Background: an optimization exercise with open tools, aiming at small area, a short achievable clock period and few clock cycles per item. Do not read the settings as production practice.
In this exercise RTL edits were held to simulation tests only and were not proved equivalent to the original.
Power is estimated from default activity; no workload was simulated.

Design muldiv_unit, start of the top module:
module muldiv_unit #(
    parameter int XLEN       = 32,
    parameter int MUL_STAGES = 2
) (
    input  logic            clk,
    input  logic            reset,
    input  logic            flush,
    input  logic            in_valid,
    output logic            in_ready,
    input  logic [2:0]      op,
    input  logic [XLEN-1:0] operand_1,
    input  logic [XLEN-1:0] operand_2,
    output logic            out_valid,
    input  logic            out_ready,
    output logic [XLEN-1:0] result,
    output logic            zero,
    output logic            busy
);
    localparam int W = XLEN + 4;
    logic            r_idle;
    logic            r_busy;
    logic            r_valid;
    logic            r_zero;
    logic            p_prep;     
    logic            p_div;      
    logic            p_corr;     
    logic            p_neg;      
    logic            p_mul;      
    logic            p_mfix;     
    logic            r_rem;      
    logic            r_mlo;      
    logic            r_mhu;      
    logic            r_aneg;     
    logic            r_bneg;     
    logic            r_qneg;     
    logic            r_bzero;    
    logic            r_first;    
  ...
clock: 11.0 ns
lec_check: 0
abc_area: 1
cap_margin: 20
core_margin: 2
core_utilization: 40
slew_margin: 20
standard.sh (not shown) runs the stock make flow with config.mk's settings and CLKGATE_MAP_FILE= SYNTH_SCRIPT=/design/flow/synth_recipe.tcl, a recipe that flattens the netlist after the stock synthesis.
==> flow/flow/run.sh <==
#!/bin/bash
# Standard ORFS layout (the standard.sh, unchanged synthesis), with
# port buffers of a real drive strength and timing repair aimed below the
# clock period so the achieved period shrinks. Constraints are the standard flow's.
# flow/knobs.txt holds extra make variables, one per line.
set -euo pipefail
mapfile -t KNOBS < <(grep -v '^#' flow/knobs.txt | grep -v '^$')
bash standard.sh \
  "BUFFER_PORTS_ARGS=-buffer_cell sky130_fd_sc_hd__buf_2" \
  "${KNOBS[@]}" \
  finish > flow_make.log 2>&1
==> flow/flow/knobs.txt <==
SETUP_SLACK_MARGIN=7.2
TNS_END_PERCENT=10
CTS_BUF_LIST=sky130_fd_sc_hd__clkbuf_8
Testbench counts at the start, summed over its fixed seeds: cycles 44,162, ops 4,800.
Next try:
==> flow/flow/knobs.txt (replaced) <==
SETUP_SLACK_MARGIN=6.8
TNS_END_PERCENT=10
CTS_BUF_LIST=sky130_fd_sc_hd__clkbuf_8
CAP_MARGIN=10
SLEW_MARGIN=10
The new run produced a clean layout.
Non-clock buffer count fell by 33.
Worst setup slack degrades by 0.049 ns.
Worst hold slack degrades by 0.0034 ns.
Combinational power fell by a few percent.
Cell count fell slightly.
Area after synthesis does not change.
Count of clock-buffer cells in the layout does not change.
Total power fell by a few percent.
Wire length fell by a few percent.
Sequential share of layout area rose by 0.68 points.
Synthesized cell count is unchanged.
Next try:
==> flow/flow/knobs.txt (replaced) <==
SETUP_SLACK_MARGIN=7.0
TNS_END_PERCENT=10
CTS_BUF_LIST=sky130_fd_sc_hd__clkbuf_8
- ABC_AREA: 1 -> not set
Count of clock-buffer cells in the layout stays the same.
Register-to-register slack loses 0.14 ns.
Die area is higher by 0.33%.
Routed wire length is lower by about 8%.
Cell count is lower by about 12%.
Via count is lower by 8.0%.
Non-clock buffer count is higher by 53.
Area after synthesis is higher by about 0.33%.
Next try:
--- a/flow/flow/run.sh
+++ b/flow/flow/run.sh
@@ -7,5 +7,5 @@
 mapfile -t KNOBS < <(grep -v '^#' flow/knobs.txt | grep -v '^$')
 bash standard.sh \
-  "BUFFER_PORTS_ARGS=-buffer_cell sky130_fd_sc_hd__buf_2" \
+  "BUFFER_PORTS_ARGS=-buffer_cell sky130_fd_sc_hd__buf_4" \
   "${KNOBS[@]}" \
   finish > flow_make.log 2>&1
==> flow/flow/knobs.txt (replaced) <==
SETUP_SLACK_MARGIN=6.8
TNS_END_PERCENT=10
CORE_UTILIZATION=55
The new run ran to the end with no violations.
Combinational power fell by a few percent.
Die area fell by a quarter to a third.
Total power fell slightly.
Worst setup slack degrades by 0.087 ns.
Sequential share of layout area rose by 0.37 points.
Wire length fell by a few percent.
Register-to-register slack hardly moves.
Next try:
--- a/flow/flow/run.sh
+++ b/flow/flow/run.sh
@@ -7,5 +7,5 @@
 mapfile -t KNOBS < <(grep -v '^#' flow/knobs.txt | grep -v '^$')
 bash standard.sh \
-  "BUFFER_PORTS_ARGS=-buffer_cell sky130_fd_sc_hd__buf_4" \
+  "BUFFER_PORTS_ARGS=-buffer_cell sky130_fd_sc_hd__buf_2" \
   "${KNOBS[@]}" \
   finish > flow_make.log 2>&1
==> flow/flow/knobs.txt (replaced) <==
SETUP_SLACK_MARGIN=6.8
TNS_END_PERCENT=10
CTS_BUF_LIST=sky130_fd_sc_hd__clkbuf_8
- ABC_AREA: not set -> 1
Design area drops by a few percent.
Global-route usage goes down by 6.2 points.
Clock skew is about the same.
Die area rose by well over a third.
Hold slack degrades by 0.043 ns.
Setup slack is better by 0.022 ns.

Starting RTL as in the previous note.
Settings: LEC_CHECK=0, CAP_MARGIN=20, CORE_MARGIN=2, CORE_UTILIZATION=40, SLEW_MARGIN=20; clock period 11.0 ns.
==> flow/flow/run.sh <==
#!/bin/bash
# Standard ORFS layout (the standard.sh, unchanged synthesis), with
# port buffers of a real drive strength and timing repair aimed below the
# clock period so the achieved period shrinks. Constraints are the standard flow's.
# flow/knobs.txt holds extra make variables, one per line.
set -euo pipefail
mapfile -t KNOBS < <(grep -v '^#' flow/knobs.txt | grep -v '^$')
bash standard.sh \
  "BUFFER_PORTS_ARGS=-buffer_cell sky130_fd_sc_hd__buf_2" \
  "${KNOBS[@]}" \
  finish > flow_make.log 2>&1
==> flow/flow/knobs.txt <==
SETUP_SLACK_MARGIN=6.8
TNS_END_PERCENT=10
CTS_BUF_LIST=sky130_fd_sc_hd__clkbuf_8
The starting point finished with timing, DRC and antenna clean.
Testbench counts at the start, summed over its fixed seeds: cycles 44,162, ops 4,800.
Then changed:
--- a/flow/flow/run.sh
+++ b/flow/flow/run.sh
@@ -9 +9 @@
-  "BUFFER_PORTS_ARGS=-buffer_cell sky130_fd_sc_hd__buf_2" \
+  "BUFFER_PORTS_ARGS=-buffer_cell sky130_fd_sc_hd__buf_4" \
==> flow/flow/knobs.txt (replaced) <==
SETUP_SLACK_MARGIN=6.8
TNS_END_PERCENT=10
Via count increases by about 0.3%. Hold slack is worse by 0.0039 ns. Power is higher by 1.2%. Sequential cell count does not change. Final cell count barely changes.

Setup of lane 1:
muldiv_unit, a different RTL version from the one above (not shown whole).
Size in the first run: ~160 flip-flops, roughly 110 I/O pins, ~0.017 mm2 of cells after synthesis.
export LEC_CHECK = 0
export CAP_MARGIN = 20
export CORE_MARGIN = 2
export CORE_UTILIZATION = 40
export SLEW_MARGIN = 20
create_clock -name core_clock -period 11.0 [get_ports {clk}]
==> flow/flow/run.sh <==
#!/bin/bash
# Standard ORFS layout (the standard.sh, unchanged synthesis), with
# port buffers of a real drive strength and timing repair aimed below the
# clock period so the achieved period shrinks. Constraints are the standard flow's.
# flow/knobs.txt holds extra make variables, one per line.
set -euo pipefail
mapfile -t KNOBS < <(grep -v '^#' flow/knobs.txt | grep -v '^$')
bash standard.sh \
  "BUFFER_PORTS_ARGS=-buffer_cell sky130_fd_sc_hd__buf_4" \
  "${KNOBS[@]}" \
  finish > flow_make.log 2>&1
==> flow/flow/knobs.txt <==
SETUP_SLACK_MARGIN=6.6
TNS_END_PERCENT=5
Testbench counts of lane 1, summed over its fixed seeds: cycles 48,886, ops 4,800.
The inputs of lane 5 differ from those of lane 1 as listed below.
==> flow/flow/knobs.txt <==
SETUP_SLACK_MARGIN=6.8
TNS_END_PERCENT=10
The higher antenna diode count came out of lane 1. As far as number of max-cap violations goes, lane 5 and lane 1 are indistinguishable; the numbers are identical. Fraction of met1 tracks used by global routing (lane 5 over lane 1): increase, 0.99 points. Area growth from synthesis to final layout (higher): lane 5. Against lane 1, lane 5 comes in about 0.9% higher on via count. Against lane 1, lane 5 comes in 0.36% lower on final weighted congestion of routability-driven global placement. Total global-route track usage, lane 5 and lane 1, lower one = lane 1. Compare lane 5 and lane 1 | fmax higher: lane 5. Diff lane 5 and lane 1: overall power of the completed layout higher in lane 5. Max total wirelength of the detailed-routed design across lane 5 and lane 1: lane 5.

==> re-timing with driven ports <==
How much do the figures lean on ideal ports? The routed layouts below were timed once more, with nothing changed but the port constraints.
Step 1 (the two cells are an assumption about what drives the block):
set clk [get_ports {clk}]
set_driving_cell -lib_cell sky130_fd_sc_hd__clkbuf_16 $clk
set_driving_cell -lib_cell sky130_fd_sc_hd__buf_2 [delete_from_list [all_inputs] $clk]
Step 2 also shifts input and output timing later by t, the mid clock arrival at the registers, as if the neighbouring blocks saw the same clock.
Three values: ideal ports, drivers, drivers and shift; two values: the first two.
run | t, ns | setup slack, ns | worst hold slack (ns) | latest minus earliest clock arrival (ns) | cell pins on the clock port's net
the first run of note 1 | 0.599 | 6.718 / 6.662 / 6.498 | 0.460 / 0.460 / 0.460 | 0.022 / 0.022 | 1
the second run of note 1 | 0.587 | 6.669 / 6.613 / 6.246 | 0.457 / 0.457 / 0.457 | 0.019 / 0.019 | 1
the third run of note 1 | 0.550 | 6.730 / 6.730 / 6.400 | 0.494 / 0.494 / 0.494 | 0.023 / 0.023 | 1
the fourth run of note 1 | 0.521 | 6.642 / 6.585 / 6.265 | 0.501 / 0.501 / 0.501 | 0.020 / 0.020 | 1
the fifth run of note 1 | 0.586 | 6.664 / 6.610 / 6.238 | 0.458 / 0.458 / 0.458 | 0.019 / 0.018 | 1
the first run of note 2 | 0.579 | 6.658 / 6.603 / 6.147 | 0.501 / 0.501 / 0.501 | 0.021 / 0.021 | 1
the second run of note 2 | 0.522 | 6.700 / 6.692 / 6.206 | 0.497 / 0.497 / 0.497 | 0.011 / 0.011 | 1
lane 1 | 0.548 | 6.633 / 6.633 / 6.633 | 0.524 / 0.524 / 0.524 | 0.012 / 0.012 | 1
lane 5 | 0.565 | 6.729 / 6.729 / 6.729 | 0.526 / 0.526 / 0.526 | 0.019 / 0.018 | 1
After both steps setup and hold are still met in every run listed. The setup slack of the first run of note 2, which loses most, moves by -0.055 ns with the drivers and by -0.511 ns with both steps.
